What follows belongs to an exercise in optimizing a design on an open flow for small area and a short achievable clock period; a production flow would make more cautious choices.
Only simulation tests tie the RTL to the original design; equivalence was not proved.
Power is estimated from default activity; no workload was simulated.

`flow/constraint.sdc`:
```
create_clock -name core_clock -period 6.0 [get_ports {clk}]
set_input_delay 1.2000 -clock core_clock [delete_from_list [all_inputs] [get_ports {clk}]]
set_output_delay 1.2000 -clock core_clock [all_outputs]
set_load 0.01 [all_outputs]
```
`flow/design.v`:
```
package scope_capture_pkg;
   localparam int DISP_W = 8;
   typedef enum logic [2:0] {
      ST_IDLE,
      ST_PRE,
      ST_WAIT,
      ST_POST,
      ST_DONE
   } scope_state_e;
endpackage
module scope_sel8 (
   input  logic [7:0] d,
   input  logic [7:0] s,
   output logic       y
);
   assign y = |(d & s);
endmodule
module scope_ram #(
   parameter int ADDR_W = 9,
   parameter int DATA_W = 8
) (
   input  logic              clk,
   input  logic              rst,
   input  logic              shift,
   input  logic              hold,
   input  logic [DATA_W-1:0] wr_data,
   input  logic [ADDR_W-1:0] rd_addr,
   output logic [DATA_W-1:0] newest,
   output logic [DATA_W-1:0] rd_data
);
   localparam int DEPTH = 1 << ADDR_W;
   logic [DATA_W-1:0] stage [0:DEPTH-1];
   logic [DATA_W-1:0] rd_q;
   logic              inv_q;
   always_ff @(posedge clk or posedge rst) begin
      if (rst) inv_q <= 1'b0;
      else     inv_q <= ~inv_q;
   end
   always_ff @(posedge clk) begin
      stage[0] <= ~((stage[0] | {DATA_W{shift}}) &
                    ((wr_data ^ {DATA_W{inv_q}}) | {DATA_W{hold}}));
      for (int i = 1; i < DEPTH; i++)
         stage[i] <= ~((stage[i] | {DATA_W{shift}}) & (stage[i-1] | {DATA_W{hold}}));
   end
   logic [ADDR_W-1:0] ra;
   logic [7:0]        oh0, oh1, oh2;
   logic [7:0]        l1 [0:DATA_W-1][0:7];
   logic [7:0]        l2 [0:DATA_W-1];
   logic [DATA_W-1:0] l3;
   always_comb begin
      ra = ~rd_addr;
      for (int k = 0; k < 8; k++) begin
         oh0[k] = (ra[2:0] == 3'(k));
         oh1[k] = (ra[5:3] == 3'(k));
         oh2[k] = (ra[8:6] == 3'(k));
      end
   end
   for (genvar b = 0; b < DATA_W; b++) begin : g_bit
      for (genvar g = 0; g < 64; g++) begin : g_l1
         logic [7:0] d;
         for (genvar k = 0; k < 8; k++) begin : g_d
            assign d[k] = stage[8*g + k][b];
         end
         scope_sel8 u_sel (.d(d), .s(oh0), .y(l1[b][g/8][g%8]));
      end
      for (genvar g = 0; g < 8; g++) begin : g_l2
         scope_sel8 u_sel (.d(l1[b][g]), .s(oh1), .y(l2[b][g]));
      end
      scope_sel8 u_sel3 (.d(l2[b]), .s(oh2), .y(l3[b]));
   end
   always_ff @(posedge clk) begin
      rd_q <= l3 ^ {DATA_W{inv_q}};
   end
   assign newest  = stage[0] ^ {DATA_W{inv_q}};
   assign rd_data = rd_q;
endmodule
import scope_capture_pkg::*;
module scope_capture #(
   parameter int ADDR_W  = 9,
   parameter int PRETRIG = 64,
   parameter int TIMEOUT = 4095
) (
   input  logic              clk,
   input  logic              reset,
   input  logic              sampleclk,
   input  logic [23:0]       snd_l,
   input  logic [23:0]       snd_r,
   input  logic              ch_sel,
   input  logic [7:0]        trig_level,
   input  logic              trig_rising,
   input  logic              arm,
   input  logic [ADDR_W-1:0] rd_addr,
   output logic [DISP_W-1:0] rd_data,
   output logic              busy,
   output logic              done,
   output logic              auto_trig
);
   localparam int DEPTH    = 1 << ADDR_W;
   localparam int POST_LEN = DEPTH - PRETRIG;
   localparam int CNT_W    = 12;
   localparam logic [CNT_W-1:0] PRE_LOAD  = CNT_W'(PRETRIG - 1);
   localparam logic [CNT_W-1:0] POST_LOAD = CNT_W'(POST_LEN - 2);
   localparam logic [CNT_W-1:0] TO_LOAD   = CNT_W'(TIMEOUT);
   logic              sync1_q, sync2_q, sync3_q;
   logic              busy_q, busy_d;
   logic              done_q, done_d;
   logic              pre_q, pre_d;
   logic              wait_q, wait_d;
   logic              trig_q, trig_d;
   logic              auto_q, auto_d;
   logic [CNT_W-1:0]  cnt_q, cnt_d;
   logic              shift_q, hold_q, shift_d;
   logic [DISP_W-1:0] wdata;    
   logic [DISP_W-1:0] prev;     
   logic [DISP_W-1:0] lvl;      
   logic [DISP_W-1:0] s_l, s_r;
   logic              prev_lt, prev_gt;
   logic              hit_l, hit_r, hit;
   logic              cnt_zero;
   logic              wait_tick;
   always_comb begin
      s_l   = {~snd_l[23], snd_l[22:16]};
      s_r   = {~snd_r[23], snd_r[22:16]};
      wdata = ch_sel ? s_r : s_l;
      lvl   = {~trig_level[7], trig_level[6:0]};
      prev_lt = prev < lvl;
      prev_gt = prev > lvl;
      hit_l = trig_rising ? (prev_lt && (s_l >= lvl)) : (prev_gt && (s_l <= lvl));
      hit_r = trig_rising ? (prev_lt && (s_r >= lvl)) : (prev_gt && (s_r <= lvl));
      hit   = ch_sel ? hit_r : hit_l;
      cnt_zero  = (cnt_q == '0);
      wait_tick = shift_q & wait_q;
      if (!busy_q) begin
         busy_d = arm;
         done_d = done_q & ~arm;
      end else begin
         busy_d = ~(shift_q & ~pre_q & ~wait_q & ~trig_q & cnt_zero);
         done_d = ~busy_d;
      end
      pre_d  = busy_q ? (pre_q & ~(shift_q & cnt_zero)) : arm;
      wait_d = busy_q & (wait_q ? ~(shift_q & (hit | cnt_zero))
                                : (pre_q & shift_q & cnt_zero));
      trig_d = wait_tick & (hit | cnt_zero);
      auto_d = busy_q ? (wait_tick ? (auto_q | (~hit & cnt_zero)) : auto_q)
                      : (auto_q & ~arm);
      if (!busy_q)
         cnt_d = PRE_LOAD;
      else if (trig_q)
         cnt_d = POST_LOAD;
      else if (shift_q)
         cnt_d = (pre_q & cnt_zero) ? TO_LOAD : cnt_q - 1'b1;
      else
         cnt_d = cnt_q;
      shift_d = sync2_q & ~sync3_q & busy_d;
   end
   always_ff @(posedge clk or posedge reset) begin
      if (reset) begin
         sync1_q <= 1'b0;
         sync2_q <= 1'b0;
         sync3_q <= 1'b0;
         busy_q  <= 1'b0;
         done_q  <= 1'b0;
         pre_q   <= 1'b0;
         wait_q  <= 1'b0;
         trig_q  <= 1'b0;
         auto_q  <= 1'b0;
         cnt_q   <= '0;
         shift_q <= 1'b0;
         hold_q  <= 1'b1;
      end else begin
         sync1_q <= sampleclk;
         sync2_q <= sync1_q;
         sync3_q <= sync2_q;
         busy_q  <= busy_d;
         done_q  <= done_d;
         pre_q   <= pre_d;
         wait_q  <= wait_d;
         trig_q  <= trig_d;
         auto_q  <= auto_d;
         cnt_q   <= cnt_d;
         shift_q <= shift_d;
         hold_q  <= ~shift_d;
      end
   end
   scope_ram #(
      .ADDR_W (ADDR_W),
      .DATA_W (DISP_W)
   ) u_ram (
      .clk     (clk),
      .rst     (reset),
      .shift   (shift_q),
      .hold    (hold_q),
      .wr_data (wdata),
      .rd_addr (rd_addr),
      .newest  (prev),
      .rd_data (rd_data)
   );
   assign busy      = busy_q;
   assign done      = done_q;
   assign auto_trig = auto_q;
endmodule
```
`flow/config.mk`:
```
export PLATFORM = sky130hd
export DESIGN_NAME = scope_capture
export DESIGN_NICKNAME = scope_capture
export VERILOG_FILES = /design/flow/design.v
export SDC_FILE = /design/flow/constraint.sdc
export NUM_CORES = 4
export LEC_CHECK = 0
export CAP_MARGIN = 20
export CORE_MARGIN = 2
export CORE_UTILIZATION = 50
export CTS_CLUSTER_DIAMETER = 50
export CTS_CLUSTER_SIZE = 20
export SETUP_SLACK_MARGIN = 3.5
export SLEW_MARGIN = 20
```
`flow/run.sh`:
```
#!/bin/bash
# synth_recipe.tcl (not shown) runs the flow's synth.tcl, then flattens the netlist and writes it again
# the make line also repeats each setting of config.mk as NAME=value (left out here)
make -C /OpenROAD-flow-scripts/flow DESIGN_CONFIG=/design/flow/config.mk WORK_HOME=/design/flow/orfs CLKGATE_MAP_FILE= SYNTH_SCRIPT=/design/flow/synth_recipe.tcl finish
```
==> impl_results.html, run 1 <==
<table>
<tr><th>Metric</th><th>Value</th></tr>
<tr><th colspan="2">Worst setup path</th></tr>
<tr><td>WP data arrival</td><td>3.83 ns</td></tr>
<tr><td>Type of the setup path with the least slack</td><td>input pin to flop</td></tr>
<tr><td>Worst Setup End Kind</td><td>flop</td></tr>
<tr><td>Maximum fanout count along the critical path</td><td>51</td></tr>
<tr><td>Startpoint type of the worst setup path</td><td>input pin</td></tr>
<tr><td>WP data required</td><td>6.81 ns</td></tr>
<tr><th colspan="2">Finish</th></tr>
<tr><td>Share of cells above drive strength 1</td><td>11.2%</td></tr>
<tr><td>Area overhead of the layout relative to synthesis</td><td>15.7%</td></tr>
<tr><td>Net count of the finished layout</td><td>12.4k</td></tr>
<tr><td>Largest register by flop count</td><td>u_ram.stage</td></tr>
<tr><td>Core Util, Final</td><td>58.3%</td></tr>
<tr><td>Max reg flops</td><td>4096</td></tr>
<tr><td>Largest registers</td><td>u_ram.stage: 4096 flops, cnt_q: 12 flops, u_ram.rd_q: 8 flops</td></tr>
<tr><th colspan="2">Yosys</th></tr>
<tr><td>Number of nets produced by synthesis</td><td>12.9k</td></tr>
<tr><td>Warnings, synthesis</td><td>6</td></tr>
<tr><td>Area of the mapped netlist</td><td>137000 sq um</td></tr>
<tr><td>Fraction of synthesized area in multiplexers</td><td>0.0660%</td></tr>
<tr><td>Share of the synthesized netlist area taken by xor and xnor gates</td><td>0.186%</td></tr>
<tr><td>Cells after Synth</td><td>12.8k</td></tr>
<tr><td>Main combinational cell family by area after synthesis</td><td>compound AO/OA/AOI/OAI gates</td></tr>
<tr><td>Proportion of synthesized flip-flops having asynchronous set or reset</td><td>0.581%</td></tr>
<tr><td>Sequential share of the synthesized area</td><td>60.6%</td></tr>
<tr><td>Post-synthesis share of cell area spent on full adders, half adders and majority gates</td><td>0.229%</td></tr>
<tr><td>Post-synthesis cell type count</td><td>44</td></tr>
<tr><td>Number of synthesized register bits</td><td>4128</td></tr>
<tr><td>Post-synth top flop</td><td>dfxtp_1</td></tr>
<tr><td>Synthesized-area fraction occupied by ao, oa, aoi and oai cells</td><td>32.2%</td></tr>
<tr><td>Post-synthesis area per instance</td><td>10.7 sq um</td></tr>
<tr><td>Number of enable-type register cells in the synthesized netlist</td><td>0</td></tr>
<tr><td>Simple-gate share of the synthesized area</td><td>2.71%</td></tr>
<tr><th colspan="2">Global route</th></tr>
<tr><td>Global-route wire length before repair</td><td>625 mm</td></tr>
<tr><td>Total track usage</td><td>27.9%</td></tr>
<tr><td>Pin count of the biggest net entering global routing</td><td>266</td></tr>
<tr><td>Total congestion overflow</td><td>0</td></tr>
<tr><td>Number of antenna violations at the first check in global routing</td><td>12</td></tr>
<tr><td>Number of global-route vias before repair</td><td>104k</td></tr>
<tr><th colspan="2">Die</th></tr>
<tr><td>Overall die width</td><td>527 microns</td></tr>
<tr><td>Core Region</td><td>271000 sq um</td></tr>
<tr><td>Number of core rows</td><td>191</td></tr>
<tr><td>Die area</td><td>277000 sq um</td></tr>
<tr><td>Count of pins on the block boundary</td><td>82</td></tr>
<tr><td>Initial Utilization</td><td>50.3%</td></tr>
<tr><td>Chip Height</td><td>527 microns</td></tr>
<tr><th colspan="2">Power and ir drop</th></tr>
<tr><td>Part of the total power dissipated in the clock network</td><td>35.6%</td></tr>
<tr><td>Part of the total power dissipated in combinational logic</td><td>10.8%</td></tr>
<tr><td>Pwr per Cell Area</td><td>453 nW/um^2</td></tr>
<tr><td>Sequential share of power</td><td>53.6%</td></tr>
<tr><td>Leakage power</td><td>56.6 nW</td></tr>
<tr><td>Power spent charging and discharging nets</td><td>20.9 mW</td></tr>
<tr><td>Internal power component</td><td>50.7 mW</td></tr>
<tr><td>Worst vdd rail ir drop</td><td>0.289 mV</td></tr>
<tr><td>Sw frac</td><td>29.2%</td></tr>
<tr><th colspan="2">STA</th></tr>
<tr><td>Layout Skew</td><td>0.0553 ns</td></tr>
<tr><td>Peak clock frequency supported by timing</td><td>331 MHz</td></tr>
<tr><td>Worst-case hold slack</td><td>0.358 ns</td></tr>
<tr><td>Max-slew violation count</td><td>0</td></tr>
<tr><td>Slew @ Worst Pin</td><td>1.07 ns</td></tr>
<tr><td>RSZ-0062 raised after global routing</td><td>true</td></tr>
<tr><td>Final worst-path cycle share</td><td>50.4%</td></tr>
<tr><td>Minimum clock period after layout</td><td>3.02 ns</td></tr>
<tr><td>Remaining max-slew budget at the tightest pin</td><td>29.0%</td></tr>
<tr><td>Total negative setup slack</td><td>0 ns</td></tr>
<tr><td>Final Hold Viols</td><td>0</td></tr>
<tr><td>Setup Viol. Count Final</td><td>0</td></tr>
<tr><th colspan="2">Detailed routing</th></tr>
<tr><td>Average detailed-routed wire length per instance</td><td>25.8 microns</td></tr>
<tr><td>Number of nets still failing antenna checks after routing</td><td>0</td></tr>
<tr><td>DRC violations left</td><td>0</td></tr>
<tr><td>Drt initial violations</td><td>12.9k</td></tr>
<tr><td>Detailed-route via count</td><td>113k</td></tr>
<tr><td>First-pass iteration count of the detailed router</td><td>6</td></tr>
<tr><td>Detailed-route vias per instance</td><td>6.96</td></tr>
<tr><td>Total detailed-routing wirelength</td><td>417 mm</td></tr>
<tr><th colspan="2">Clocking</th></tr>
<tr><td>Clock-pin slew on the worst setup and hold paths</td><td>0.07 ns</td></tr>
<tr><td>Clk sinks</td><td>4128</td></tr>
<tr><td>Post-cts hold buffer count</td><td>0</td></tr>
<tr><td>Largest buffer count on any clock path</td><td>4</td></tr>
<tr><td>Clock latency (worst-skew pair)</td><td>0.94 ns</td></tr>
<tr><td>CTS H-tree depth</td><td>5</td></tr>
<tr><td>Root Buffer</td><td>clkbuf_16</td></tr>
<tr><td>CTS tree</td><td>yes</td></tr>
<tr><td>CTS buffer count</td><td>381</td></tr>
<tr><th colspan="2">Outcome</th></tr>
<tr><td>Status</td><td>no timing/DRC/antenna violations</td></tr>
<tr><th colspan="2">Min path</th></tr>
<tr><td>Worst min-delay path class</td><td>flop to flop</td></tr>
<tr><th colspan="2">Placement</th></tr>
<tr><td>DP HPWL</td><td>214 mm</td></tr>
<tr><td># port buffers</td><td>49</td></tr>
<tr><td>GP Congestion</td><td>0.797</td></tr>
<tr><th colspan="2">Flow run</th></tr>
<tr><td>Number of max-cap violations</td><td>0</td></tr>
</table>
-- layout by cell type (no fill, tap or decap), drive strengths merged, types with 4 or more instances in the layout --
cell and instances:
a21o 6, a21oi 84, a22oi 2264, a41oi 72, and3 8, and3b 10, buf 464, bufbuf 19
bufinv 13, clkbuf 436, clkdlybuf4s50 31, clkinv 104, clkinvlp 32, dfrtp 23, dfxtp 4104, ha 25
inv 159, mux2i 9, nand2 19, nand3 5, nand4 516, nor2 15, nor2b 4, nor3 7
nor3b 9, o21a 6, o21ai 13, o22ai 4096, or3 4, xnor2 20, xor2 9
-- synthesized netlist by cell type (2+ instances only) --
cell type / instances / share of area, %
nand3b_1: 3 / 0.016
o21a_1: 6 / 0.033
nand2_1: 19 / 0.052
nand4_1: 516 / 2.4
mux2i_1: 9 / 0.066
o22ai_1: 4096 / 19
inv_1: 20 / 0.055
a22oi_1: 2264 / 12
or3_4: 3 / 0.025
and3_1: 6 / 0.027
nand2b_1: 2 / 0.0092
dfrtp_1: 23 / 0.42
buf_2: 45 / 0.16
nor2_1: 15 / 0.041
nor4_1: 3 / 0.014
xnor2_1: 20 / 0.13
buf_1: 125 / 0.34
o21ai_0: 13 / 0.048
a311oi_1: 2 / 0.013
a21oi_1: 84 / 0.31
clkbuf_1: 1260 / 3.5
a21o_1: 6 / 0.033
dfxtp_1: 4104 / 60
nor3b_1: 9 / 0.049
ha_1: 25 / 0.23
nand3_1: 5 / 0.018
a31oi_1: 2 / 0.0092
nor3_1: 7 / 0.026
a41oi_1: 72 / 0.46
and3b_1: 5 / 0.032
xor2_1: 9 / 0.058
nor2b_1: 4 / 0.018
-- final cells by class --
| class | instances | area, sq um |
|---|---|---|
| diodes | 3 | 7.51 |
| clock buffers | 421 | 10100 |
| clock inverters | 287 | 3290 |
| fillers | 22233 | 113000 |
| inverters | 21 | 91.3 |
| multi-input cells | 7221 | 49400 |
| flip-flops and latches | 4128 | 82800 |
| well taps | 3570 | 4470 |
| repair buffers | 533 | 7850 |
-- stage by stage --
step,total power [mW],worst slack [ns],cells,area [sq um]
finish,71.6,2.98,16184,158000
global route,74.5,3.00,16183,158000
CTS,71.6,3.13,16146,157000
detailed placement,45.9,0.913,15305,140000
global placement,45.3,0.960,15304,140000
floorplan,43.0,3.11,12794,137000
-- path summary, 6_finish.rpt --
| path | startpoint | to | slack [ns] | cells after the start |
|---|---|---|---|---|
| setup / recovery | rd_addr[2] | u_ram.rd_q[5] | 2.98 | 10 |
| hold / removal | sync1_q | sync2_q | 0.36 | 0 |
| setup reg to reg | u_ram.inv_q | auto_q | 3.50 | 9 |
| hold reg to reg | sync1_q | sync2_q | 0.36 | 0 |
| max in group asynchronous | reset | shift_q | 4.58 | 2 |
| min in group asynchronous | reset | cnt_q[5] | 0.76 | 2 |
-- kinds of logic after synthesis --
logic type	after synthesis
buf+inv	1452
fa+ha+maj	25
compound gates	6550
xor+xnor	29
simple gates	601
mux	9
flops	4128
-- power groups by stage --
stage,clock network (mW),logic (mW),registers [mW]
floorplan,0,5.60,37.4
global placement,0,6.88,38.5
detailed placement,0,7.22,38.7
CTS,25.8,7.55,38.2
global route,27.0,8.47,39.1
finish,25.5,7.73,38.4
-- routing by layer --
metal | track usage, % | wire [microns] | part of all wire (%) | up-vias
met4 | 10.1 | 14200 | 3.4 | 0
met3 | 3.60 | 29600 | 7.1 | 739
li1 | - | - | - | 51433
met5 | 0 | 0 | 0 | -
met1 | 40.6 | 189000 | 45 | 56105
met2 | 42.3 | 184000 | 44 | 4433
-- repair_timing --
action | in CTS | in global routing
pin swaps | 117 | 78
hold endpoints to repair | 0 | 0
cloned | 53 | 15
setup buffers | 80 | 19
gates resized for setup | 355 | 105
setup endpoints to repair | 2521 | 982
-- worst max-delay path, stage by stage --
cell	delay (ns)
buf_16	0.12
nor3b_4	0.17
buf_12	0.20
a22oi_2	0.29
nand4_1	0.15
a22oi_2	0.21
nand4_1	0.56
a22oi_2	0.43
nand4_1	0.15
xnor2_1	0.17
==> run 2: changes to the inputs <==
--- a/flow/config.mk
+++ b/flow/config.mk
@@ -8,7 +8,7 @@
 export CAP_MARGIN = 20
 export CORE_MARGIN = 2
 export CORE_UTILIZATION = 50
-export CTS_CLUSTER_DIAMETER = 50
-export CTS_CLUSTER_SIZE = 20
+export CTS_CLUSTER_DIAMETER = 70
+export CTS_CLUSTER_SIZE = 28
 export SETUP_SLACK_MARGIN = 3.5
 export SLEW_MARGIN = 20
==> run 2 against run 1 <==
Against the previous run: final cell count down 2.5%; global-route usage down 0.93 points; via count down 2.1%; sequential power about the same; combinational power down 2%; synthesized cell count unchanged; non-clock buffer count down 32; clock skew down 0.013 ns; utilization down 3.0 points; first-iteration DRC count down 1.1%; routed wire length down 3.2%; largest cell class unchanged; fmax down 2.1%.
==> impl_results.html, run 2 <==
<table>
<tr><th>Metric</th><th>Value</th></tr>
<tr><th colspan="2">Outcome</th></tr>
<tr><td>Status</td><td>no timing/DRC/antenna violations</td></tr>
<tr><th colspan="2">Power and ir drop</th></tr>
<tr><td>Worst vdd rail ir drop</td><td>0.248 mV (-14%)</td></tr>
<tr><td>Leakage power</td><td>52.8 nW (-6.7%)</td></tr>
<tr><td>Pwr per Cell Area</td><td>415 nW/um^2 (-8.5%)</td></tr>
<tr><td>Total power</td><td>62.2 mW (-13%)</td></tr>
<tr><th colspan="2">STA</th></tr>
<tr><td>Minimum clock period after layout</td><td>3.09 ns (+0.0648 ns)</td></tr>
<tr><td>RSZ-0062 raised after global routing</td><td>true</td></tr>
<tr><td>Final worst-path cycle share</td><td>51.5% (+1.1 points)</td></tr>
<tr><td>Remaining max-slew budget at the tightest pin</td><td>27.9% (-1.1 points)</td></tr>
<tr><td>Max-slew violation count</td><td>0 (unchanged)</td></tr>
<tr><td>Layout Skew</td><td>0.0427 ns (-0.0126 ns)</td></tr>
<tr><td>Slew @ Worst Pin</td><td>1.08 ns (+0.0164 ns)</td></tr>
<tr><td>Setup Viol. Count Final</td><td>0 (unchanged)</td></tr>
<tr><td>Peak clock frequency supported by timing</td><td>324 MHz (-2.1%)</td></tr>
<tr><td>Worst-case hold slack</td><td>0.362 ns (+0.00426 ns)</td></tr>
<tr><td>Final Hold Viols</td><td>0 (unchanged)</td></tr>
<tr><td>Total negative setup slack</td><td>0 ns (unchanged)</td></tr>
<tr><th colspan="2">Clocking</th></tr>
<tr><td>CTS buffer count</td><td>199 (-48%)</td></tr>
<tr><td>Post-cts hold buffer count</td><td>0 (unchanged)</td></tr>
<tr><td>Clock latency (worst-skew pair)</td><td>0.92 ns (-0.02 ns)</td></tr>
<tr><td>Clk sinks</td><td>4128 (unchanged)</td></tr>
<tr><td>Root Buffer</td><td>clkbuf_16</td></tr>
<tr><td>Largest buffer count on any clock path</td><td>4 (unchanged)</td></tr>
<tr><td>Clock-pin slew on the worst setup and hold paths</td><td>0.10 ns (+0.03 ns)</td></tr>
<tr><td>CTS H-tree depth</td><td>4 (-1)</td></tr>
<tr><td>CTS tree</td><td>yes</td></tr>
<tr><th colspan="2">Yosys</th></tr>
<tr><td>Warnings, synthesis</td><td>6 (unchanged)</td></tr>
<tr><td>Proportion of synthesized flip-flops having asynchronous set or reset</td><td>0.581% (unchanged)</td></tr>
<tr><td>Post-synthesis cell type count</td><td>44 (unchanged)</td></tr>
<tr><td>Most instantiated library cell after synthesis</td><td>dfxtp_1</td></tr>
<tr><td>Post-synth top flop</td><td>dfxtp_1</td></tr>
<tr><td>Number of synthesized register bits</td><td>4128 (unchanged)</td></tr>
<tr><td>Number of nets produced by synthesis</td><td>12.9k (unchanged)</td></tr>
<tr><td>Sequential share of the synthesized area</td><td>60.6% (unchanged)</td></tr>
<tr><td>Cells after Synth</td><td>12.8k (unchanged)</td></tr>
<tr><td>Area of the mapped netlist</td><td>137000 sq um (unchanged)</td></tr>
<tr><td>Leading post-synthesis cells by cell area</td><td>dfxtp_1 60%, o22ai_1 19%, a22oi_1 12%, clkbuf_1 3.5%, nand4_1 2.4%</td></tr>
<tr><td>Top cell type's share of synthesized area</td><td>60.2% (unchanged)</td></tr>
<tr><td>Most instantiated cells after synthesis</td><td>4104 x dfxtp_1, 4096 x o22ai_1, 2264 x a22oi_1, 1260 x clkbuf_1, 516 x nand4_1</td></tr>
<tr><td>Post-synthesis area per instance</td><td>10.7 sq um (unchanged)</td></tr>
<tr><td>Cell type with the highest aggregate area in the netlist</td><td>dfxtp_1</td></tr>
<tr><td>Number of enable-type register cells in the synthesized netlist</td><td>0 (unchanged)</td></tr>
<tr><th colspan="2">Die</th></tr>
<tr><td>Count of pins on the block boundary</td><td>82 (unchanged)</td></tr>
<tr><td>Overall die width</td><td>527 microns (unchanged)</td></tr>
<tr><td>Initial Utilization</td><td>50.3% (unchanged)</td></tr>
<tr><td>Chip Height</td><td>527 microns (unchanged)</td></tr>
<tr><td>Die area</td><td>277000 sq um (unchanged)</td></tr>
<tr><td>Number of core rows</td><td>191 (unchanged)</td></tr>
<tr><td>Core Region</td><td>271000 sq um (unchanged)</td></tr>
<tr><th colspan="2">Finish</th></tr>
<tr><td>Filler cells</td><td>23.0k (+3.5%)</td></tr>
<tr><td>Non-filler instance count after layout</td><td>15.8k (-2.5%)</td></tr>
<tr><td>Leading cell type in the layout, fill and taps excluded</td><td>o22ai_1</td></tr>
<tr><td>Most used cells in the layout excluding fill and tap cells</td><td>4096 x o22ai_1, 4095 x dfxtp_1, 2187 x a22oi_1</td></tr>
<tr><td>Net count of the finished layout</td><td>12.2k (-1.7%)</td></tr>
<tr><td>Core Util, Final</td><td>55.3% (-3.0 points)</td></tr>
<tr><td>Max reg flops</td><td>4096 (unchanged)</td></tr>
<tr><td>Area overhead of the layout relative to synthesis</td><td>9.79%</td></tr>
<tr><td>Largest registers</td><td>u_ram.stage: 4096 flops, cnt_q: 12 flops, u_ram.rd_q: 8 flops</td></tr>
<tr><td>Largest register by flop count</td><td>u_ram.stage</td></tr>
<tr><td>Share of cells above drive strength 1</td><td>7.68% (-3.5 points)</td></tr>
<tr><th colspan="2">Detailed routing</th></tr>
<tr><td>Number of nets still failing antenna checks after routing</td><td>0 (unchanged)</td></tr>
<tr><td>First-pass iteration count of the detailed router</td><td>6 (unchanged)</td></tr>
<tr><td>Average detailed-routed wire length per instance</td><td>25.6 microns (-0.66%)</td></tr>
<tr><td>Drt initial violations</td><td>12.7k (-1.1%)</td></tr>
<tr><td>DRC violations left</td><td>0 (unchanged)</td></tr>
<tr><td>Total detailed-routing wirelength</td><td>404 mm (-3.2%)</td></tr>
<tr><td>Detailed-route via count</td><td>110k (-2.1%)</td></tr>
<tr><td>Detailed-route vias per instance</td><td>6.99 (+0.44%)</td></tr>
<tr><th colspan="2">Placement</th></tr>
<tr><td>GP Congestion</td><td>0.797 (unchanged)</td></tr>
<tr><td>Placed insts</td><td>15.3k (unchanged)</td></tr>
<tr><td># port buffers</td><td>49 (unchanged)</td></tr>
<tr><td>DP HPWL</td><td>214 mm (unchanged)</td></tr>
<tr><th colspan="2">Worst setup path</th></tr>
<tr><td>Worst Setup End Kind</td><td>flop</td></tr>
<tr><td>Startpoint type of the worst setup path</td><td>input pin</td></tr>
<tr><td>Maximum fanout count along the critical path</td><td>56 (+9.8%)</td></tr>
<tr><td>Type of the setup path with the least slack</td><td>input pin to flop</td></tr>
<tr><td>WP data required</td><td>6.78 ns (-0.03 ns)</td></tr>
<tr><td>WP data arrival</td><td>3.86 ns (+0.03 ns)</td></tr>
<tr><th colspan="2">Global route</th></tr>
<tr><td>Pin count of the biggest net entering global routing</td><td>266 (unchanged)</td></tr>
<tr><td>Global-route wire length before repair</td><td>608 mm (-2.8%)</td></tr>
<tr><td>Number of global-route vias before repair</td><td>101k (-2.4%)</td></tr>
<tr><td>Total congestion overflow</td><td>0 (unchanged)</td></tr>
<tr><td>Total track usage</td><td>27.0% (-0.93 points)</td></tr>
<tr><td>Number of antenna violations at the first check in global routing</td><td>12 (unchanged)</td></tr>
<tr><th colspan="2">Min path</th></tr>
<tr><td>Worst min-delay path class</td><td>flop to flop</td></tr>
<tr><th colspan="2">Flow run</th></tr>
<tr><td>Number of max-cap violations</td><td>0 (unchanged)</td></tr>
</table>
-- run 2: cell counts after synthesis --
No cell type changed its count.
-- run 2: logic make-up (layout without fill, tap and decap cells) --
| kind of cell | count (synthesis) | count (layout) | share of synthesized area [%] |
|---|---|---|---|
| adders and majority gates | 25 | 25 | 0.229 |
| muxes | 9 | 9 | 0.0660 |
| xor gates and xnor gates | 29 | 29 | 0.186 |
| DFF | 4128 | 4128 | 60.6 |
| other | 0 | 9 | 0 |
| and+or+nand+nor | 601 | 607 | 2.71 |
| buffers and inverters | 1452 | 851 | 4.04 |
| AOI/OAI and AO/OA | 6550 | 6550 | 32.2 |
-- run 2: what timing repair did --
| item | in CTS | in global routing |
|---|---|---|
| gates resized for setup | 245 | 79 |
| cloned | 32 | 18 |
| pin swaps | 63 | 63 |
| endpoints found under the setup margin | 2265 | 793 |
| buffers inserted | 64 | 20 |
-- run 2: area by class of cell --
cell class / instances / area, sq um / area share, %
Sequential cell: 4128 / 82800 / 55.2
Tap cell: 3570 / 4470 / 2.98
Clock buffer: 225 / 5300 / 3.54
Timing Repair Buffer: 501 / 6940 / 4.63
Multi-Input combinational cell: 7220 / 49000 / 32.7
Clock inverter: 104 / 1240 / 0.830
Antenna cell: 9 / 22.5 / 0.0150
Inverter: 21 / 91.3 / 0.0609
-- run 2: through the flow --
| stage | cell area [sq um] | setup slack (ns) |
|---|---|---|
| 2_1_floorplan | 137000 | 3.11 |
| 3_3_place_gp | 140000 | 0.960 |
| 3_5_place_dp | 140000 | 0.913 |
| 4_1_cts | 149000 | 3.10 |
| 5_1_grt | 150000 | 2.92 |
| 6_report | 150000 | 2.91 |
-- run 2: layer usage --
layer | up-vias | global-route usage (%) | wire, microns
li1 | 50687 | - | -
met1 | 55086 | 39.7 | 185000
met2 | 3993 | 41.1 | 179000
met3 | 595 | 3.22 | 28000
met4 | 0 | 8.84 | 12300
met5 | - | 0 | 0
-- run 2: path summary, 6_finish.rpt --
path / slack (ns) / cells after the start / endpoint / startpoint
max: 2.91 / 10 / u_ram.rd_q[5] / rd_addr[2]
min: 0.36 / 0 / sync2_q / sync1_q
max reg2reg: 3.49 / 9 / auto_q / u_ram.inv_q
min reg2reg: 0.36 / 0 / sync2_q / sync1_q
max in group asynchronous: 4.55 / 2 / shift_q / reset
min in group asynchronous: 0.79 / 2 / done_q / reset
-- run 2: critical path: stages --
cell	delay (ns)
buf_16	0.12
nor3b_4	0.17
buf_12	0.19
a22oi_2	0.32
nand4_1	0.15
a22oi_2	0.20
nand4_1	0.54
a22oi_2	0.40
nand4_1	0.15
xnor2_1	0.17
-- run 2: where the power goes --
| group | internal (mW) | switching, mW |
|---|---|---|
| Clock | 6.93 | 9.36 |
| Sequential | 33.4 | 4.90 |
| Combinational | 3.76 | 3.83 |
| Total | 44.1 | 18.1 |
==> run 3: changes to the inputs <==
--- a/flow/config.mk
+++ b/flow/config.mk
@@ -10,5 +10,6 @@
 export CORE_UTILIZATION = 50
 export CTS_CLUSTER_DIAMETER = 70
 export CTS_CLUSTER_SIZE = 28
+export PLACE_DENSITY = 0.8
 export SETUP_SLACK_MARGIN = 3.5
 export SLEW_MARGIN = 20
==> run 3 against run 2 <==
Against the previous run: critical path depth increased by 3; critical endpoint is now u_ram.rd_q[2]; routed wire length decreased by 6.0%; hold slack improved by 0.0098 ns; clock skew grew 0.024 ns; largest power group unchanged; global-route usage decreased by 1.8 points; clock power down 11%; non-clock buffer count is 46 lower.
==> impl_results.html, run 3 <==
<table>
<tr><th>Metric</th><th>Value</th></tr>
<tr><th colspan="2">Global route</th></tr>
<tr><td>Met1 Track Usage GR</td><td>35.8% (-3.9 points)</td></tr>
<tr><td>Number of global-route vias before repair</td><td>101k (-0.66%)</td></tr>
<tr><td>Highest-utilization routing layer at the global route stage</td><td>met2</td></tr>
<tr><td>Met2 Resource Use GR</td><td>38.3% (-2.8 points)</td></tr>
<tr><td>Met3 usage</td><td>3.61% (+0.39 points)</td></tr>
<tr><td>Pin count of the biggest net entering global routing</td><td>238 (-11%)</td></tr>
<tr><td>Global-route wire length before repair</td><td>580 mm (-4.6%)</td></tr>
<tr><td>Total track usage</td><td>25.2% (-1.8 points)</td></tr>
<tr><td>Number of antenna violations at the first check in global routing</td><td>4 (-8)</td></tr>
<tr><td>Total congestion overflow</td><td>0 (unchanged)</td></tr>
<tr><th colspan="2">Yosys</th></tr>
<tr><td>Post-synthesis area per instance</td><td>10.7 sq um (unchanged)</td></tr>
<tr><td>Number of nets produced by synthesis</td><td>12.9k (unchanged)</td></tr>
<tr><td>Cells after Synth</td><td>12.8k (unchanged)</td></tr>
<tr><td>Number of synthesized register bits</td><td>4128 (unchanged)</td></tr>
<tr><td>Warnings, synthesis</td><td>6 (unchanged)</td></tr>
<tr><td>Post-synthesis cell type count</td><td>44 (unchanged)</td></tr>
<tr><td>Post-synth top flop</td><td>dfxtp_1</td></tr>
<tr><td>Cell type with the highest aggregate area in the netlist</td><td>dfxtp_1</td></tr>
<tr><td>Most instantiated cells after synthesis</td><td>4104 x dfxtp_1, 4096 x o22ai_1, 2264 x a22oi_1, 1260 x clkbuf_1, 516 x nand4_1</td></tr>
<tr><td>Most instantiated library cell after synthesis</td><td>dfxtp_1</td></tr>
<tr><td>Leading post-synthesis cells by cell area</td><td>dfxtp_1 60%, o22ai_1 19%, a22oi_1 12%, clkbuf_1 3.5%, nand4_1 2.4%</td></tr>
<tr><td>Sequential share of the synthesized area</td><td>60.6% (unchanged)</td></tr>
<tr><td>Proportion of synthesized flip-flops having asynchronous set or reset</td><td>0.581% (unchanged)</td></tr>
<tr><td>Number of enable-type register cells in the synthesized netlist</td><td>0 (unchanged)</td></tr>
<tr><td>Area of the mapped netlist</td><td>137000 sq um (unchanged)</td></tr>
<tr><td>Top cell type's share of synthesized area</td><td>60.2% (unchanged)</td></tr>
<tr><th colspan="2">Clocking</th></tr>
<tr><td>Clock latency (worst-skew pair)</td><td>0.91 ns (about the same)</td></tr>
<tr><td>CTS H-tree depth</td><td>4 (unchanged)</td></tr>
<tr><td>Clk sinks</td><td>4128 (unchanged)</td></tr>
<tr><td>Root Buffer</td><td>clkbuf_16</td></tr>
<tr><td>CTS tree</td><td>yes</td></tr>
<tr><td>Clock-pin slew on the worst setup and hold paths</td><td>0.10 ns (about the same)</td></tr>
<tr><td>Largest buffer count on any clock path</td><td>4 (unchanged)</td></tr>
<tr><td>CTS buffer count</td><td>181 (-9.0%)</td></tr>
<tr><th colspan="2">Die</th></tr>
<tr><td>Chip Height</td><td>527 microns (unchanged)</td></tr>
<tr><td>Number of core rows</td><td>191 (unchanged)</td></tr>
<tr><td>Core Region</td><td>271000 sq um (unchanged)</td></tr>
<tr><td>Overall die width</td><td>527 microns (unchanged)</td></tr>
<tr><td>Die area</td><td>277000 sq um (unchanged)</td></tr>
<tr><td>Count of pins on the block boundary</td><td>82 (unchanged)</td></tr>
<tr><td>Initial Utilization</td><td>50.3% (unchanged)</td></tr>
<tr><th colspan="2">STA</th></tr>
<tr><td>Layout Skew</td><td>0.0664 ns (+0.0238 ns)</td></tr>
<tr><td>Remaining max-slew budget at the tightest pin</td><td>26.0% (-1.9 points)</td></tr>
<tr><td>Total negative setup slack</td><td>0 ns (unchanged)</td></tr>
<tr><td>Setup Viol. Count Final</td><td>0 (unchanged)</td></tr>
<tr><td>Final Hold Viols</td><td>0 (unchanged)</td></tr>
<tr><td>RSZ-0062 raised after global routing</td><td>true</td></tr>
<tr><td>Final worst-path cycle share</td><td>51.7% (+0.26 points)</td></tr>
<tr><td>Minimum clock period after layout</td><td>3.10 ns (+0.0154 ns)</td></tr>
<tr><td>Peak clock frequency supported by timing</td><td>322 MHz (-0.50%)</td></tr>
<tr><td>Slew @ Worst Pin</td><td>1.11 ns (+0.0288 ns)</td></tr>
<tr><td>Max-slew violation count</td><td>0 (unchanged)</td></tr>
<tr><td>Crit path setup slack, layout</td><td>2.90 ns (-0.0154 ns)</td></tr>
<tr><th colspan="2">Placement</th></tr>
<tr><td>Pre-CTS setup slack</td><td>1.05 ns (+0.135 ns)</td></tr>
<tr><td>DP HPWL</td><td>189 mm (-11%)</td></tr>
<tr><td># port buffers</td><td>49 (unchanged)</td></tr>
<tr><td>GP Congestion</td><td>0.799 (+0.30%)</td></tr>
<tr><th colspan="2">Worst setup path</th></tr>
<tr><td>Type of the setup path with the least slack</td><td>input pin to flop</td></tr>
<tr><td>Depth of the most critical reg-to-reg path</td><td>10 (+1)</td></tr>
<tr><td>Maximum fanout count along the critical path</td><td>8 (-86%)</td></tr>
<tr><td>Worst Setup End Kind</td><td>flop</td></tr>
<tr><td>WP data required</td><td>6.78 ns (about the same)</td></tr>
<tr><td>WP data arrival</td><td>3.88 ns (+0.02 ns)</td></tr>
<tr><td>Startpoint type of the worst setup path</td><td>input pin</td></tr>
<tr><th colspan="2">Detailed routing</th></tr>
<tr><td>Total detailed-routing wirelength</td><td>379 mm (-6.0%)</td></tr>
<tr><td>Drt initial violations</td><td>15.2k (+19%)</td></tr>
<tr><td>Detailed-route via count</td><td>112k (+1.2%)</td></tr>
<tr><td>DRC violations left</td><td>0 (unchanged)</td></tr>
<tr><td>First-pass iteration count of the detailed router</td><td>7 (+1)</td></tr>
<tr><td>Detailed-route vias per instance</td><td>7.14 (+2.1%)</td></tr>
<tr><td>Number of nets still failing antenna checks after routing</td><td>0 (unchanged)</td></tr>
<tr><td>Average detailed-routed wire length per instance</td><td>24.3 microns (-5.2%)</td></tr>
<tr><th colspan="2">Power and ir drop</th></tr>
<tr><td>Worst vdd rail ir drop</td><td>0.253 mV (+2.1%)</td></tr>
<tr><td>Leakage power</td><td>52.1 nW (-1.4%)</td></tr>
<tr><td>Pwr per Cell Area</td><td>407 nW/um^2 (-2.0%)</td></tr>
<tr><th colspan="2">Min path</th></tr>
<tr><td>Worst min-delay path class</td><td>flop to flop</td></tr>
<tr><td>Cell count of the worst hold path</td><td>0 (unchanged)</td></tr>
<tr><th colspan="2">Finish</th></tr>
<tr><td>Share of cells above drive strength 1</td><td>7.00% (-0.68 points)</td></tr>
<tr><td>Most used cells in the layout excluding fill and tap cells</td><td>4096 x o22ai_1, 4095 x dfxtp_1, 2143 x a22oi_1</td></tr>
<tr><td>Net count of the finished layout</td><td>12.1k (-0.51%)</td></tr>
<tr><td>Largest registers</td><td>u_ram.stage: 4096 flops, cnt_q: 12 flops, u_ram.rd_q: 8 flops</td></tr>
<tr><td>Max reg flops</td><td>4096 (unchanged)</td></tr>
<tr><td>Largest register by flop count</td><td>u_ram.stage</td></tr>
<tr><td>Filler cells</td><td>22.3k (-3.0%)</td></tr>
<tr><td>Area overhead of the layout relative to synthesis</td><td>8.89%</td></tr>
<tr><td>Core Util, Final</td><td>54.8% (-0.45 points)</td></tr>
<tr><td>Leading cell type in the layout, fill and taps excluded</td><td>o22ai_1</td></tr>
<tr><th colspan="2">Outcome</th></tr>
<tr><td>Status</td><td>no timing/DRC/antenna violations</td></tr>
<tr><th colspan="2">Flow run</th></tr>
<tr><td>Number of max-cap violations</td><td>0 (unchanged)</td></tr>
</table>
## run 3: report_power, final
part | total (mW) | internal [mW] | switching (mW)
combinational | 7.56 | 3.77 | 3.79
clock | 14.5 | 5.97 | 8.51
sequential | 38.4 | 33.4 | 4.99
## run 3: worst max-delay path, stage by stage
cell and delay [ns]:
buf_16 0.13, nor3b_4 0.16, buf_12 0.15, buf_16 0.17
buf_12 0.15, buf_16 0.14, a22oi_1 0.17, nand4_1 0.13
a22oi_1 0.16, nand4_1 0.27, a22oi_2 0.64, nand4_1 0.19
xnor2_1 0.17
## run 3: stage by stage
stage / power [mW] / hold WS (ns) / cell area (sq um) / std cells
floorplan: 43.0 / 0.331 / 137000 / 12794
global placement: 45.2 / 0.332 / 139000 / 15252
detailed placement: 45.7 / 0.344 / 139000 / 15253
CTS: 60.0 / 0.365 / 148000 / 15609
global route: 62.9 / 0.372 / 149000 / 15635
finish: 60.5 / 0.372 / 149000 / 15638
## run 3: kinds of logic (layout without fill, tap and decap cells)
family	after synthesis	in the layout	share of synthesized area (%)
xor gates and xnor gates	29	29	0.186
AOI/OAI and AO/OA	6550	6550	32.2
other	0	6	0
and+or+nand+nor	601	609	2.71
buffers and inverters	1452	712	4.04
muxes	9	9	0.0660
adders and majority gates	25	25	0.229
DFF	4128	4128	60.6
## run 3: layer usage
layer  share of wire [%]  routed length, microns  up-vias
met2                  45                  170000     5417
met5                   0                       0        -
li1                    -                       -    50515
met1                  42                  160000    54974
met4                 3.9                   14700        0
met3                 9.1                   34600      756
## run 3: cell type report
class	count	area, sq um	share of cell area [%]
Timing Repair Buffer	455	6810	4.58
Antenna cell	6	15.0	0.0101
Sequential cell	4128	82800	55.7
Multi-Input combinational cell	7222	49300	33.2
Inverter	21	91.3	0.0614
Clock buffer	207	4780	3.22
Clock inverter	29	425	0.286
Tap cell	3570	4470	3.00
## run 3: final timing paths
| check | from | endpoint | slack [ns] |
|---|---|---|---|
| worst min-delay path | sync1_q | sync2_q | 0.37 |
| min in group asynchronous | reset | cnt_q[11] | 0.78 |
| worst max register to register | u_ram.inv_q | wait_q | 3.49 |
| worst max-delay path | rd_addr[2] | u_ram.rd_q[2] | 2.90 |
| max in group asynchronous | reset | shift_q | 4.56 |
| worst min register to register | sync1_q | sync2_q | 0.37 |
## run 3: repair_timing
| item | in CTS | in global routing |
|---|---|---|
| setup buffers | 70 | 9 |
| hold buffers | 0 | 0 |
| setup endpoints to repair | 129 | 1434 |
| resized for setup | 286 | 89 |
| cloned | 50 | 14 |
| pin swaps | 102 | 73 |
==> run 4: changes to the inputs <==
--- a/flow/config.mk
+++ b/flow/config.mk
@@ -5,7 +5,7 @@
 export SDC_FILE = /design/flow/constraint.sdc
 export NUM_CORES = 4
 export LEC_CHECK = 0
-export CAP_MARGIN = 20
+export CAP_MARGIN = 75
 export CORE_MARGIN = 2
 export CORE_UTILIZATION = 50
 export CTS_CLUSTER_DIAMETER = 70
==> run 4 against run 3 <==
Against the previous run: still clean; non-clock buffer count increased by 108; sequential power about the same; first-iteration DRC count decreased by 1.7%; critical path type unchanged; highest routed layer is now met5.
==> impl_results.html, run 4 <==
<table>
<tr><th>Metric</th><th>Value</th></tr>
<tr><th colspan="2">Yosys</th></tr>
<tr><td>Number of synthesized register bits</td><td>4128 (unchanged)</td></tr>
<tr><td>Number of enable-type register cells in the synthesized netlist</td><td>0 (unchanged)</td></tr>
<tr><td>Post-synth top flop</td><td>dfxtp_1</td></tr>
<tr><td>Cells after Synth</td><td>12.8k (unchanged)</td></tr>
<tr><td>Proportion of synthesized flip-flops having asynchronous set or reset</td><td>0.581% (unchanged)</td></tr>
<tr><td>Most instantiated cells after synthesis</td><td>4104 x dfxtp_1, 4096 x o22ai_1, 2264 x a22oi_1, 1260 x clkbuf_1, 516 x nand4_1</td></tr>
<tr><td>Sequential share of the synthesized area</td><td>60.6% (unchanged)</td></tr>
<tr><td>Post-synthesis area per instance</td><td>10.7 sq um (unchanged)</td></tr>
<tr><td>Top cell type's share of synthesized area</td><td>60.2% (unchanged)</td></tr>
<tr><td>Most instantiated library cell after synthesis</td><td>dfxtp_1</td></tr>
<tr><td>Leading post-synthesis cells by cell area</td><td>dfxtp_1 60%, o22ai_1 19%, a22oi_1 12%, clkbuf_1 3.5%, nand4_1 2.4%</td></tr>
<tr><td>Area of the mapped netlist</td><td>137000 sq um (unchanged)</td></tr>
<tr><td>Warnings, synthesis</td><td>6 (unchanged)</td></tr>
<tr><td>Post-synthesis cell type count</td><td>44 (unchanged)</td></tr>
<tr><td>Number of nets produced by synthesis</td><td>12.9k (unchanged)</td></tr>
<tr><td>Cell type with the highest aggregate area in the netlist</td><td>dfxtp_1</td></tr>
<tr><th colspan="2">Detailed routing</th></tr>
<tr><td>Detailed-route via count</td><td>112k (+0.14%)</td></tr>
<tr><td>Number of nets still failing antenna checks after routing</td><td>0 (unchanged)</td></tr>
<tr><td>Drt initial violations</td><td>15.0k (-1.7%)</td></tr>
<tr><td>Total detailed-routing wirelength</td><td>379 mm (-0.12%)</td></tr>
<tr><td>Average detailed-routed wire length per instance</td><td>24.1 microns (-0.78%)</td></tr>
<tr><td>First-pass iteration count of the detailed router</td><td>8 (+1)</td></tr>
<tr><td>Detailed-route vias per instance</td><td>7.10 (-0.52%)</td></tr>
<tr><td>DRC violations left</td><td>0 (unchanged)</td></tr>
<tr><th colspan="2">Finish</th></tr>
<tr><td>Most used cells in the layout excluding fill and tap cells</td><td>4096 x o22ai_1, 4096 x dfxtp_1, 2127 x a22oi_1</td></tr>
<tr><td>Area overhead of the layout relative to synthesis</td><td>10.5%</td></tr>
<tr><td>Largest register by flop count</td><td>u_ram.stage</td></tr>
<tr><td>Max reg flops</td><td>4096 (unchanged)</td></tr>
<tr><td>Final instance area</td><td>151000 sq um (+1.5%)</td></tr>
<tr><td>Largest registers</td><td>u_ram.stage: 4096 flops, cnt_q: 12 flops, u_ram.rd_q: 8 flops</td></tr>
<tr><td>Filler cells</td><td>21.9k (-2.0%)</td></tr>
<tr><td>Net count of the finished layout</td><td>12.2k (+0.78%)</td></tr>
<tr><td>Share of cells above drive strength 1</td><td>8.02% (+1.0 points)</td></tr>
<tr><th colspan="2">STA</th></tr>
<tr><td>Worst-case hold slack</td><td>0.372 ns (+0.000496 ns)</td></tr>
<tr><td>Setup Viol. Count Final</td><td>0 (unchanged)</td></tr>
<tr><td>Peak clock frequency supported by timing</td><td>334 MHz (+3.8%)</td></tr>
<tr><td>Minimum clock period after layout</td><td>2.99 ns (-0.112 ns)</td></tr>
<tr><td>Max-slew violation count</td><td>0 (unchanged)</td></tr>
<tr><td>Final worst-path cycle share</td><td>49.8% (-1.9 points)</td></tr>
<tr><td>Slew @ Worst Pin</td><td>1.09 ns (-0.0201 ns)</td></tr>
<tr><td>Total negative setup slack</td><td>0 ns (unchanged)</td></tr>
<tr><td>RSZ-0062 raised after global routing</td><td>true</td></tr>
<tr><td>Final Hold Viols</td><td>0 (unchanged)</td></tr>
<tr><td>Remaining max-slew budget at the tightest pin</td><td>27.3% (+1.3 points)</td></tr>
<tr><td>Layout Skew</td><td>0.0493 ns (-0.0172 ns)</td></tr>
<tr><th colspan="2">Global route</th></tr>
<tr><td>Total track usage</td><td>25.4% (+0.19 points)</td></tr>
<tr><td>Number of global-route vias before repair</td><td>102k (+1.5%)</td></tr>
<tr><td>Met1 Track Usage GR</td><td>35.5% (-0.28 points)</td></tr>
<tr><td>Total congestion overflow</td><td>0 (unchanged)</td></tr>
<tr><td>Highest-utilization routing layer at the global route stage</td><td>met2</td></tr>
<tr><td>Pin count of the biggest net entering global routing</td><td>238 (unchanged)</td></tr>
<tr><td>Number of antenna violations at the first check in global routing</td><td>8 (+4)</td></tr>
<tr><td>Global-route wire length before repair</td><td>584 mm (+0.68%)</td></tr>
<tr><td>Met2 Resource Use GR</td><td>39.2% (+0.88 points)</td></tr>
<tr><td>Met3 usage</td><td>3.69% (+0.079 points)</td></tr>
<tr><th colspan="2">Clocking</th></tr>
<tr><td>CTS buffer count</td><td>175 (-3.3%)</td></tr>
<tr><td>Largest buffer count on any clock path</td><td>3 (-1)</td></tr>
<tr><td>Clock latency (worst-skew pair)</td><td>0.90 ns (about the same)</td></tr>
<tr><td>CTS tree</td><td>yes</td></tr>
<tr><td>CTS H-tree depth</td><td>4 (unchanged)</td></tr>
<tr><td>Clk sinks</td><td>4128 (unchanged)</td></tr>
<tr><td>Clock-pin slew on the worst setup and hold paths</td><td>0.10 ns (about the same)</td></tr>
<tr><td>Post-cts hold buffer count</td><td>0 (unchanged)</td></tr>
<tr><td>Root Buffer</td><td>clkbuf_16</td></tr>
<tr><th colspan="2">Worst setup path</th></tr>
<tr><td>WP data arrival</td><td>3.80 ns (-0.08 ns)</td></tr>
<tr><td>Worst flop-to-flop path endpoint</td><td>auto_q</td></tr>
<tr><td>Maximum fanout count along the critical path</td><td>8 (unchanged)</td></tr>
<tr><td>WP data required</td><td>6.81 ns (+0.03 ns)</td></tr>
<tr><td>Type of the setup path with the least slack</td><td>input pin to flop</td></tr>
<tr><td>Cell with the largest stage delay on the worst path</td><td>a22oi_2</td></tr>
<tr><td>Crit Reg-Reg Startpoint</td><td>u_ram.inv_q</td></tr>
<tr><td>Critical path cell sequence</td><td>buf_12 &gt; and3_4 &gt; buf_16 &gt; buf_16 &gt; buf_16 &gt; a22oi_2 &gt; nand4_1 &gt; a22oi_1 &gt; nand4_1 &gt; a22oi_2 &gt; buf_6 &gt; buf_6 &gt; nand4_1 &gt; xnor2_1</td></tr>
<tr><td>Startpoint type of the worst setup path</td><td>input pin</td></tr>
<tr><td>Worst Setup End Kind</td><td>flop</td></tr>
<tr><td>Setup slack on the worst flop-to-flop path</td><td>3.50 ns (about the same)</td></tr>
<tr><td>Largest stage delay, worst path</td><td>0.33 ns (-0.31 ns)</td></tr>
<tr><td>Top Family by Delay on Critical Path</td><td>buffers and inverters</td></tr>
<tr><td>Depth of the most critical reg-to-reg path</td><td>11 (+1)</td></tr>
<tr><td>Bufs and invs on worst path</td><td>6 (+1)</td></tr>
<tr><th colspan="2">Die</th></tr>
<tr><td>Core Region</td><td>271000 sq um (unchanged)</td></tr>
<tr><td>Chip Height</td><td>527 microns (unchanged)</td></tr>
<tr><td>Initial Utilization</td><td>50.3% (unchanged)</td></tr>
<tr><td>Overall die width</td><td>527 microns (unchanged)</td></tr>
<tr><td>Die area</td><td>277000 sq um (unchanged)</td></tr>
<tr><td>Count of pins on the block boundary</td><td>82 (unchanged)</td></tr>
<tr><td>Number of core rows</td><td>191 (unchanged)</td></tr>
<tr><th colspan="2">Outcome</th></tr>
<tr><td>Status</td><td>no timing/DRC/antenna violations</td></tr>
<tr><th colspan="2">Placement</th></tr>
<tr><td>GP Congestion</td><td>0.799 (unchanged)</td></tr>
<tr><td># port buffers</td><td>49 (unchanged)</td></tr>
<tr><td>DP HPWL</td><td>197 mm (+3.8%)</td></tr>
<tr><td>Total cell area at the placement stage</td><td>141000 sq um (+1.4%)</td></tr>
<tr><th colspan="2">Power and ir drop</th></tr>
<tr><td>Leakage power</td><td>53.1 nW (+1.9%)</td></tr>
<tr><td>Pwr per Cell Area</td><td>403 nW/um^2 (-0.78%)</td></tr>
<tr><td>Worst vdd rail ir drop</td><td>0.383 mV (+51%)</td></tr>
<tr><th colspan="2">Min path</th></tr>
<tr><td>Hold Startpoint</td><td>sync1_q</td></tr>
<tr><td>Cell count of the worst hold path</td><td>0 (unchanged)</td></tr>
<tr><td>WHS Endpoint</td><td>sync2_q</td></tr>
<tr><td>Worst min-delay path class</td><td>flop to flop</td></tr>
<tr><th colspan="2">Flow run</th></tr>
<tr><td>Number of max-cap violations</td><td>0 (unchanged)</td></tr>
</table>
## run 4: cell counts after synthesis
No cell type changed its count.
## run 4: routing by layer
metal | up-vias | share of wire (%)
met2 | 5167 | 45
li1 | 50683 | -
met3 | 869 | 8.3
met5 | - | 0.010
met4 | 6 | 4.2
met1 | 55091 | 42
## run 4: final cells by class
type                            instances  area (sq um)  share of cell area [%]
Multi-Input combinational cell       7214         49300                    32.7
Antenna cell                            7          17.5                  0.0116
Tap cell                             3570          4470                    2.96
Clock buffer                          196          4610                    3.06
Timing Repair Buffer                  563          8790                    5.82
Inverter                               21          91.3                  0.0605
Clock inverter                         43           816                   0.540
Sequential cell                      4128         82800                    54.9
## run 4: power breakdown
| part | internal, mW | switching (mW) |
|---|---|---|
| Sequential | 33.4 | 4.99 |
| Combinational | 3.89 | 3.85 |
| Clock | 6.07 | 8.66 |
## run 4: timing repair
| action | CTS | global route |
|---|---|---|
| resized for setup | 341 | 105 |
| setup endpoints to repair | 23 | 640 |
| buffers inserted | 62 | 10 |
| cloned | 49 | 9 |
| pin swaps | 149 | 88 |
## run 4: metrics by stage
| step | util, % | setup WS, ns | std cells | power, mW |
|---|---|---|---|---|
| 2_1_floorplan | - | 3.11 | 12794 | 43.0 |
| 3_3_place_gp | 51.4 | 1.12 | 15252 | 45.2 |
| 3_5_place_dp | 52.1 | 1.24 | 15362 | 45.8 |
| 4_1_cts | 55.3 | 3.17 | 15712 | 60.4 |
| 5_1_grt | 55.6 | 3.03 | 15740 | 63.3 |
| 6_report | 55.6 | 3.01 | 15742 | 60.9 |
## run 4: worst max path at each step
stage | startpoint | end | cells past startpoint
detailed placement | rd_addr[1] | u_ram.rd_q[1] | 13
global placement | rd_addr[1] | u_ram.rd_q[2] | 11
finish | rd_addr[0] | u_ram.rd_q[2] | 14
global route | rd_addr[0] | u_ram.rd_q[5] | 14
floorplan | rd_addr[2] | u_ram.rd_q[3] | 11
CTS | rd_addr[0] | u_ram.rd_q[2] | 14
## run 4: kinds of logic (layout without fill, tap and decap cells)
group | count (synthesis) | count (layout) | share of synthesized area (%)
compound gates | 6550 | 6550 | 32.2
xor+xnor | 29 | 29 | 0.186
fa+ha+maj | 25 | 25 | 0.229
buf+inv | 1452 | 823 | 4.04
flops | 4128 | 4128 | 60.6
mux | 9 | 9 | 0.0660
other cells | 0 | 7 | 0
simple gates | 601 | 601 | 2.71
==> run 5: changes to the inputs <==
--- a/flow/config.mk
+++ b/flow/config.mk
@@ -5,11 +5,11 @@
 export SDC_FILE = /design/flow/constraint.sdc
 export NUM_CORES = 4
 export LEC_CHECK = 0
-export CAP_MARGIN = 75
+export CAP_MARGIN = 85
 export CORE_MARGIN = 2
 export CORE_UTILIZATION = 50
 export CTS_CLUSTER_DIAMETER = 70
 export CTS_CLUSTER_SIZE = 28
 export PLACE_DENSITY = 0.8
 export SETUP_SLACK_MARGIN = 3.5
-export SLEW_MARGIN = 20
+export SLEW_MARGIN = 40
==> run 5 against run 4 <==
Against the previous run: still clean; critical path depth up 2; synthesized area unchanged; routed wire length down 1.2%; synthesized cell count unchanged; total power down 0.27%; sequential cell count unchanged; global-route usage down 0.47 points; clock power about the same; critical path type unchanged.
==> impl_results.html, run 5 <==
<table>
<tr><th>Metric</th><th>Value</th></tr>
<tr><th colspan="2">Worst setup path</th></tr>
<tr><td>Crit Reg-Reg Startpoint</td><td>u_ram.inv_q</td></tr>
<tr><td>CP dominant cell by count</td><td>nand4_1</td></tr>
<tr><td>Type of the setup path with the least slack</td><td>input pin to flop</td></tr>
<tr><td>Cell with the largest stage delay on the worst path</td><td>a22oi_1</td></tr>
<tr><td>Bufs and invs on worst path</td><td>8 (+2)</td></tr>
<tr><td>WP data arrival</td><td>4.06 ns (+0.26 ns)</td></tr>
<tr><td>Largest stage delay, worst path</td><td>0.26 ns (-0.07 ns)</td></tr>
<tr><td>Maximum fanout count along the critical path</td><td>40 (+32)</td></tr>
<tr><td>Startpoint type of the worst setup path</td><td>input pin</td></tr>
<tr><td>Top Family by Delay on Critical Path</td><td>buffers and inverters</td></tr>
<tr><td>Worst Setup End Kind</td><td>flop</td></tr>
<tr><td>Start point of the critical path</td><td>rd_addr[0]</td></tr>
<tr><td>Critical path cell sequence</td><td>buf_8 &gt; buf_6 &gt; and3b_4 &gt; buf_8 &gt; buf_12 &gt; buf_4 &gt; buf_12 &gt; a22oi_1 &gt; nand4_1 &gt; a22oi_2 &gt; nand4_1 &gt; a22oi_2 &gt; buf_2 &gt; buf_6 &gt; nand4_1 &gt; xnor2_1</td></tr>
<tr><td>WP data required</td><td>6.82 ns (about the same)</td></tr>
<tr><th colspan="2">Global route</th></tr>
<tr><td>Number of global-route vias before repair</td><td>103k (+0.82%)</td></tr>
<tr><td>Pin count of the biggest net entering global routing</td><td>216 (-9.2%)</td></tr>
<tr><td>Total track usage</td><td>25.0% (-0.47 points)</td></tr>
<tr><td>Total congestion overflow</td><td>0 (unchanged)</td></tr>
<tr><td>Global-route wire length before repair</td><td>578 mm (-0.98%)</td></tr>
<tr><td>Number of antenna violations at the first check in global routing</td><td>9 (+1)</td></tr>
<tr><th colspan="2">Die</th></tr>
<tr><td>Count of pins on the block boundary</td><td>82 (unchanged)</td></tr>
<tr><td>Number of core rows</td><td>191 (unchanged)</td></tr>
<tr><td>Chip Height</td><td>527 microns (unchanged)</td></tr>
<tr><td>Die area</td><td>277000 sq um (unchanged)</td></tr>
<tr><td>Initial Utilization</td><td>50.3% (unchanged)</td></tr>
<tr><td>Overall die width</td><td>527 microns (unchanged)</td></tr>
<tr><td>Core Region</td><td>271000 sq um (unchanged)</td></tr>
<tr><th colspan="2">Clocking</th></tr>
<tr><td>Clock latency (worst-skew pair)</td><td>0.93 ns (+0.03 ns)</td></tr>
<tr><td>Root Buffer</td><td>clkbuf_16</td></tr>
<tr><td>Clk sinks</td><td>4128 (unchanged)</td></tr>
<tr><td>Largest buffer count on any clock path</td><td>3 (unchanged)</td></tr>
<tr><td>CTS tree</td><td>yes</td></tr>
<tr><td>Clock-pin slew on the worst setup and hold paths</td><td>0.10 ns (about the same)</td></tr>
<tr><td>CTS H-tree depth</td><td>4 (unchanged)</td></tr>
<tr><td>CTS buffer count</td><td>175 (unchanged)</td></tr>
<tr><th colspan="2">Placement</th></tr>
<tr><td>DP HPWL</td><td>204 mm (+3.9%)</td></tr>
<tr><td>GP Congestion</td><td>0.799 (unchanged)</td></tr>
<tr><td>Placed insts</td><td>15.6k (+1.3%)</td></tr>
<tr><td># port buffers</td><td>49 (unchanged)</td></tr>
<tr><td>Total cell area at the placement stage</td><td>143000 sq um (+1.3%)</td></tr>
<tr><th colspan="2">Yosys</th></tr>
<tr><td>Proportion of synthesized flip-flops having asynchronous set or reset</td><td>0.581% (unchanged)</td></tr>
<tr><td>Cell type with the highest aggregate area in the netlist</td><td>dfxtp_1</td></tr>
<tr><td>Number of nets produced by synthesis</td><td>12.9k (unchanged)</td></tr>
<tr><td>Number of synthesized register bits</td><td>4128 (unchanged)</td></tr>
<tr><td>Leading post-synthesis cells by cell area</td><td>dfxtp_1 60%, o22ai_1 19%, a22oi_1 12%, clkbuf_1 3.5%, nand4_1 2.4%</td></tr>
<tr><td>Sequential share of the synthesized area</td><td>60.6% (unchanged)</td></tr>
<tr><td>Post-synthesis cell type count</td><td>44 (unchanged)</td></tr>
<tr><td>Cells after Synth</td><td>12.8k (unchanged)</td></tr>
<tr><td>Post-synthesis area per instance</td><td>10.7 sq um (unchanged)</td></tr>
<tr><td>Number of enable-type register cells in the synthesized netlist</td><td>0 (unchanged)</td></tr>
<tr><td>Most instantiated library cell after synthesis</td><td>dfxtp_1</td></tr>
<tr><td>Most instantiated cells after synthesis</td><td>4104 x dfxtp_1, 4096 x o22ai_1, 2264 x a22oi_1, 1260 x clkbuf_1, 516 x nand4_1</td></tr>
<tr><td>Area of the mapped netlist</td><td>137000 sq um (unchanged)</td></tr>
<tr><td>Top cell type's share of synthesized area</td><td>60.2% (unchanged)</td></tr>
<tr><td>Post-synth top flop</td><td>dfxtp_1</td></tr>
<tr><td>Warnings, synthesis</td><td>6 (unchanged)</td></tr>
<tr><th colspan="2">Min path</th></tr>
<tr><td>Hold Startpoint</td><td>sync1_q</td></tr>
<tr><td>Worst min-delay path class</td><td>flop to flop</td></tr>
<tr><th colspan="2">Detailed routing</th></tr>
<tr><td>Drt initial violations</td><td>14.9k (-0.46%)</td></tr>
<tr><td>Number of nets still failing antenna checks after routing</td><td>0 (unchanged)</td></tr>
<tr><td>First-pass iteration count of the detailed router</td><td>8 (unchanged)</td></tr>
<tr><td>Total detailed-routing wirelength</td><td>374 mm (-1.2%)</td></tr>
<tr><td>Detailed-route vias per instance</td><td>7.07 (-0.53%)</td></tr>
<tr><td>Average detailed-routed wire length per instance</td><td>23.5 microns (-2.3%)</td></tr>
<tr><td>Detailed-route via count</td><td>112k (+0.59%)</td></tr>
<tr><td>DRC violations left</td><td>0 (unchanged)</td></tr>
<tr><th colspan="2">STA</th></tr>
<tr><td>Final Hold Viols</td><td>0 (unchanged)</td></tr>
<tr><td>Setup Viol. Count Final</td><td>0 (unchanged)</td></tr>
<tr><td>Final worst-path cycle share</td><td>54.1% (+4.2 points)</td></tr>
<tr><td>Slew @ Worst Pin</td><td>0.851 ns (-0.239 ns)</td></tr>
<tr><td>Layout Skew</td><td>0.0589 ns (+0.00961 ns)</td></tr>
<tr><td>Remaining max-slew budget at the tightest pin</td><td>43.3% (+16 points)</td></tr>
<tr><td>Max-slew violation count</td><td>0 (unchanged)</td></tr>
<tr><td>Total negative setup slack</td><td>0 ns (unchanged)</td></tr>
<tr><td>Worst-case hold slack</td><td>0.369 ns (-0.00262 ns)</td></tr>
<tr><td>Minimum clock period after layout</td><td>3.24 ns (+0.253 ns)</td></tr>
<tr><td>Peak clock frequency supported by timing</td><td>308 MHz (-7.8%)</td></tr>
<tr><td>RSZ-0062 raised after global routing</td><td>true</td></tr>
<tr><th colspan="2">Finish</th></tr>
<tr><td>Largest registers</td><td>u_ram.stage: 4096 flops, cnt_q: 12 flops, u_ram.rd_q: 8 flops</td></tr>
<tr><td>Most used cells in the layout excluding fill and tap cells</td><td>4097 x dfxtp_1, 4096 x o22ai_1, 2166 x a22oi_1</td></tr>
<tr><td>Area overhead of the layout relative to synthesis</td><td>11.1%</td></tr>
<tr><td>Filler cells</td><td>21.8k (-0.15%)</td></tr>
<tr><td>Largest register by flop count</td><td>u_ram.stage</td></tr>
<tr><td>Final instance area</td><td>152000 sq um (+0.53%)</td></tr>
<tr><td>Non-filler instance count after layout</td><td>15.9k (+1.1%)</td></tr>
<tr><td>Core Util, Final</td><td>55.9% (+0.30 points)</td></tr>
<tr><td>Leading cell type in the layout, fill and taps excluded</td><td>dfxtp_1</td></tr>
<tr><td>Max reg flops</td><td>4096 (unchanged)</td></tr>
<tr><td>Share of cells above drive strength 1</td><td>8.83% (+0.81 points)</td></tr>
<tr><td>Net count of the finished layout</td><td>12.4k (+1.5%)</td></tr>
<tr><th colspan="2">Power and ir drop</th></tr>
<tr><td>Pwr per Cell Area</td><td>400 nW/um^2 (-0.80%)</td></tr>
<tr><td>Worst vdd rail ir drop</td><td>0.373 mV (-2.7%)</td></tr>
<tr><td>Leakage power</td><td>53.7 nW (+1.2%)</td></tr>
<tr><th colspan="2">Outcome</th></tr>
<tr><td>Status</td><td>no timing/DRC/antenna violations</td></tr>
<tr><th colspan="2">Flow run</th></tr>
<tr><td>Number of max-cap violations</td><td>0 (unchanged)</td></tr>
</table>
-- run 5: cell counts after synthesis --
No cell type changed its count.
-- run 5: timing repair --
action / 4_1_cts / 5_1_grt
setup endpoints to repair: 29 / 502
hold endpoints to repair: 0 / 0
gates resized for setup: 316 / 70
pin swaps: 140 / 46
buffers inserted: 57 / 5
hold buffers: 0 / 0
cloned: 22 / 11
-- run 5: power breakdown --
part | leakage [nW] | switching [mW] | internal, mW
logic | 16.2 | 3.86 | 3.96
registers | 34.9 | 4.98 | 33.4
clock network | 2.59 | 8.70 | 5.81
-- run 5: final timing paths --
check / cells after the start / to / slack (ns)
setup / recovery: 16 / u_ram.rd_q[3] / 2.76
hold / removal: 0 / sync2_q / 0.37
setup reg to reg: 12 / auto_q / 3.37
hold reg to reg: 0 / sync2_q / 0.37
max in group asynchronous: 3 / cnt_q[4] / 5.12
min in group asynchronous: 2 / u_ram.inv_q / 0.47
-- run 5: kinds of logic after synthesis --
family | synth area share [%]
AND/OR/NAND/NOR | 2.71
buffers and inverters | 4.04
flip-flops | 60.6
XOR/XNOR | 0.186
adder cells (fa/ha/maj) | 0.229
AO/OA/AOI/OAI | 32.2
multiplexers | 0.0660
-- run 5: area by class of cell --
type | instances | area, sq um | area share, %
multi-input combinational | 7214 | 49100 | 32.4
inverter | 21 | 91.3 | 0.0602
clock inverter | 47 | 791 | 0.521
timing repair buffer | 741 | 9920 | 6.53
sequential | 4128 | 82800 | 54.6
clock buffer | 192 | 4530 | 2.99
antenna | 6 | 15.0 | 0.00990
tap | 3570 | 4470 | 2.94
-- run 5: per-stage QoR --
stage / setup WS [ns] / power (mW)
5_1_grt: 2.77 / 63.2
3_3_place_gp: 1.12 / 45.2
2_1_floorplan: 3.11 / 43.0
6_report: 2.76 / 60.7
3_5_place_dp: 0.783 / 46.0
4_1_cts: 2.87 / 60.3
-- run 5: layer usage --
metal | wire length [microns] | share of wire (%) | global-route usage, %
met2 | 171000 | 46 | 38.6
met3 | 30400 | 8.1 | 3.26
met5 | 27 | 0.0072 | 0
met1 | 159000 | 43 | 35.3
met4 | 13100 | 3.5 | 9.86

## afterwards: timing with drivers on the ports
The results above use ideal ports. As a check the final layouts listed here were re-extracted and re-timed, cells and wires unchanged.
Step 1 assumes that a clkbuf_16 drives the clock port and a buf_2 every other input.
Step 2, shift: input delay + t, output delay - t, t = (earliest + latest rising clock arrival at the registers) / 2. This alone moves slack from input paths to output paths.
a / b / c = no drivers / after step 1 / after step 2; a / b = the first two.
run | t, ns | slack for setup (ns)
run 1 | 1.013 | 2.977 / 2.900 / 1.887
run 2 | 0.990 | 2.912 / 2.873 / 1.884
run 3 | 0.970 | 2.897 / 2.829 / 1.859
run 4 | 0.991 | 3.009 / 3.006 / 2.015
run 5 | 1.004 | 2.756 / 2.781 / 1.777
After both steps setup and hold are still met in every run listed.
